This is an optimization exercise on Yosys and OpenROAD, whose aim is small area, not a production implementation. The RTL was checked by simulation tests, not by an equivalence proof against the original design.

Setup of lane 1:
## pdm_capture_pipeline
module pdm_capture_pipeline #(
  parameter int CHANNELS   = 4,
  parameter int CIC_ORDER  = 3,
  parameter int CIC_DELAY  = 1,
  parameter int ACC_WIDTH  = 32,
  parameter int PCM_WIDTH  = 16,
  parameter int FIFO_DEPTH = 8,
  localparam int CH_W  = (CHANNELS > 1) ? $clog2(CHANNELS) : 1,
  localparam int CNT_W = $clog2(FIFO_DEPTH) + 1
) (
  input  logic                 clk_i,
  input  logic                 rst_n_i,
  input  logic                 clk_en_i,
  input  logic                 pdm_i,
  input  logic                 pdm_valid_i,
  input  logic [CH_W-1:0]      pdm_channel_i,
  input  logic [6:0]           decimation_i,
  input  logic [4:0]           norm_shift_i,
  input  logic [15:0]          gain_i,
  output logic [PCM_WIDTH-1:0] pcm_o,
  output logic [CH_W-1:0]      pcm_channel_o,
  output logic                 pcm_valid_o,
  input  logic                 pcm_ready_i,
  output logic [CNT_W-1:0]     fifo_count_o,
  output logic                 overflow_o,
  input  logic                 clear_overflow_i
);
  localparam int AW  = CNT_W - 1;
  localparam int SW  = 22;   
  localparam int P2W = 20;   
  ...
==> flow/config.mk <==
export PLATFORM = sky130hd
export DESIGN_NAME = pdm_capture_pipeline
export DESIGN_NICKNAME = pdm_capture_pipeline
export VERILOG_FILES = /design/flow/design.v
export SDC_FILE = /design/flow/constraint.sdc
export NUM_CORES = 4
export LEC_CHECK = 0
export ABC_AREA = 1
export CAP_MARGIN = 20
export CORE_MARGIN = 2
export CORE_UTILIZATION = 40
export CTS_BUF_LIST = sky130_fd_sc_hd__clkbuf_8
export CTS_CLUSTER_DIAMETER = 60
export CTS_CLUSTER_SIZE = 16
export PLACE_DENSITY = 0.75
export SLEW_MARGIN = 20
export SYNTH_HIERARCHICAL = 1
export SYNTH_MINIMUM_KEEP_SIZE = 0
==> flow/constraint.sdc <==
create_clock -name core_clock -period 11.0 [get_ports {clk_i}]
set_input_delay 2.2000 -clock core_clock [delete_from_list [all_inputs] [get_ports {clk_i}]]
set_output_delay 2.2000 -clock core_clock [all_outputs]
set_load 0.01 [all_outputs]
standard.sh (not shown) runs the stock make flow with config.mk's settings and CLKGATE_MAP_FILE= SYNTH_SCRIPT=/design/flow/synth_recipe.tcl, a recipe that flattens the netlist after the stock synthesis.
==> flow/flow/run.sh <==
#!/bin/bash
# The standard layout (standard.sh: the standard synthesis, then ORFS to finish) with three
# changes:
#  - Yosys's ABC technology mapping uses flow/abc_area.script (area-oriented &nf mapping, with
#    no buffering or sizing: the layout's repair steps size and buffer the netlist); the
#    ORFS scripts are copied to scripts_area/ with only that file replaced;
#  - the port buffers that global placement inserts are the smallest buffer cell;
#  - clock tree synthesis inserts no dummy loads.
# Each make run's full output goes to its own log here; ORFS keeps each step's log under
# orfs/logs/.
set -euo pipefail
rm -rf scripts_area
cp -r "$FLOW_HOME/scripts" scripts_area
cp flow/abc_area.script scripts_area/abc_area.script
export BUFFER_PORTS_ARGS="-buffer_cell sky130_fd_sc_hd__buf_1"
export CTS_ARGS="-sink_clustering_enable -repair_clock_nets -sink_clustering_size 16 -sink_clustering_max_diameter 60 -buf_list sky130_fd_sc_hd__clkbuf_8 -dont_use_dummy_load"
bash standard.sh SCRIPTS_DIR="$PWD/scripts_area" synth > flow_synth.log 2>&1
bash standard.sh finish > flow_make.log 2>&1
==> flow/flow/abc_area.script <==
strash
&get -n
&st
&dch
&nf -R 200
&put
topo
stime -c
--- input diff lane 1..lane 2 ---
diff --git a/flow/design.v b/flow/design.v
--- a/flow/design.v
+++ b/flow/design.v
@@ -37,15 +37,15 @@
   logic            r_in_bit, w_in_valid;
   logic [6:0]      r_i, r_na;
   logic [CH_W-1:0] w_in_ch;
   logic            r_s2_valid, r_s3_valid, r_s4_valid;
   logic [SW-1:0]   r_s2_data;
   logic [15:0]     r_s3_data, r_s4_data;
   logic [CH_W-1:0] r_s2_ch, r_s3_ch, r_s4_ch;
-  logic            w_done, w_nx, w_same;
+  logic            w_done, w_nx, w_same, w_live;
   logic [6:0]      w_r, w_i1, w_cnt, w_i_nxt, w_na_nxt;
   logic [SW-1:0]   w_y, w_p1, w_sa, w_sb;
   logic [P2W-1:0]  w_p2, w_sc;
   always_comb begin
     w_y  = '0;
     w_p1 = '0;
     w_p2 = '0;
@@ -63,22 +63,26 @@
     w_in_valid = |r_in_sel;
     if (r_i < 7'd3) w_p2 = '0;
     w_done = (r_na == 7'd1);
     w_nx   = ~r_in_bit;
     w_i1   = r_i + 7'd1;
     w_r    = (decimation_i < 7'd2) ? 7'd2 : decimation_i;
     w_same = 1'b0;
+    w_live = 1'b0;
     w_cnt  = '0;
     for (int c = 0; c < CHANNELS; c++) begin
       if (pdm_channel_i == CH_W'(c)) begin
-        w_same = w_same | r_in_sel[c];
-        if (r_live[c]) w_cnt = w_cnt | r_cnt[c];
+        w_same = r_in_sel[c];
+        w_live = r_live[c];
+        w_cnt  = r_cnt[c];
       end
     end
-    w_i_nxt = w_same ? (w_done ? 7'd0 : w_i1) : w_cnt;
+    if (w_same)      w_i_nxt = w_done ? 7'd0 : w_i1;
+    else if (w_live) w_i_nxt = w_cnt;
+    else             w_i_nxt = 7'd0;
     w_na_nxt = w_r - w_i_nxt;
   end
   logic c_0;
   logic c_1;
   logic c_2;
   logic c_3;
   logic c_4;
@@ -1875,24 +1879,16 @@
       if (w_push) r_wr <= r_wr + 1'b1;
       if (w_pop)  r_rd <= r_rd + 1'b1;
       if (w_drop)                r_overflow <= 1'b1;
       else if (clear_overflow_i) r_overflow <= 1'b0;
     end
   end
   assign pcm_valid_o   = !w_empty;
-  always_comb begin
-    pcm_o         = '0;
-    pcm_channel_o = '0;
-    for (int k = 0; k < FIFO_DEPTH; k++) begin
-      if (!w_empty && r_rd[AW-1:0] == AW'(k)) begin
-        pcm_o         = pcm_o | r_mem[k];
-        pcm_channel_o = pcm_channel_o | r_mem_ch[k];
-      end
-    end
-  end
+  assign pcm_o         = w_empty ? '0 : r_mem[r_rd[AW-1:0]];
+  assign pcm_channel_o = w_empty ? '0 : r_mem_ch[r_rd[AW-1:0]];
   assign fifo_count_o  = w_count;
   assign overflow_o    = r_overflow;
 endmodule
 module fa_cell (
   input  logic a,
   input  logic b,
   input  logic c,
[summary]
The worst slew margin relative to its limit of lane 2 exceeds that of lane 1 by 7.3 points. In the metrics for lane 1 and lane 2, the one carrying the lower final RePlAce weighted congestion is lane 1. For the non-clock buffer count, lane 2 came in 12% higher than lane 1 did. Status: global-route usage parity (lane 2, lane 1). Fraction of area in multi-input gates, lane 1 and lane 2, lower one = lane 1. Adder-cell area share of the yosys netlist: lane 1 and lane 2 compared, higher one is lane 1. Against lane 1, total via count after detailed routing in lane 2 fell slightly. Least setup slack across all paths after layout sits lower in lane 2 than in lane 1.

static timing again, ports no longer ideal:
No port has a modelled driver above. Below, the same layouts with a new extraction and two added sets of constraints. Step 1 sets driving cells, clkbuf_16 on the clock port and buf_2 on the other inputs (assumed; they add their load-dependent delay and slew). Step 2 moves the port delays by t, midway between the first and last clock arrival at a register: inputs arrive t later, outputs are due t later. That takes back most of the time a late clock gives input paths. a / b / c = ideal ports / drivers / drivers and shift; a / b = the first two.
run	shift t [ns]	setup WS [ns]	worst setup path after step 2	slew at the worst register clock pin (ns)	worst data-port slew with drivers (ns)
lane 1	0.651	0.338 / 0.338 / 0.338	register to register	0.10 / 0.10	0.15
lane 2	0.667	0.316 / 0.316 / 0.224	input to register	0.10 / 0.10	0.13
After both steps every run listed still meets setup and hold. The setup slack of lane 2, which loses most, moves by 0.000 ns with the drivers and by -0.092 ns with both steps.
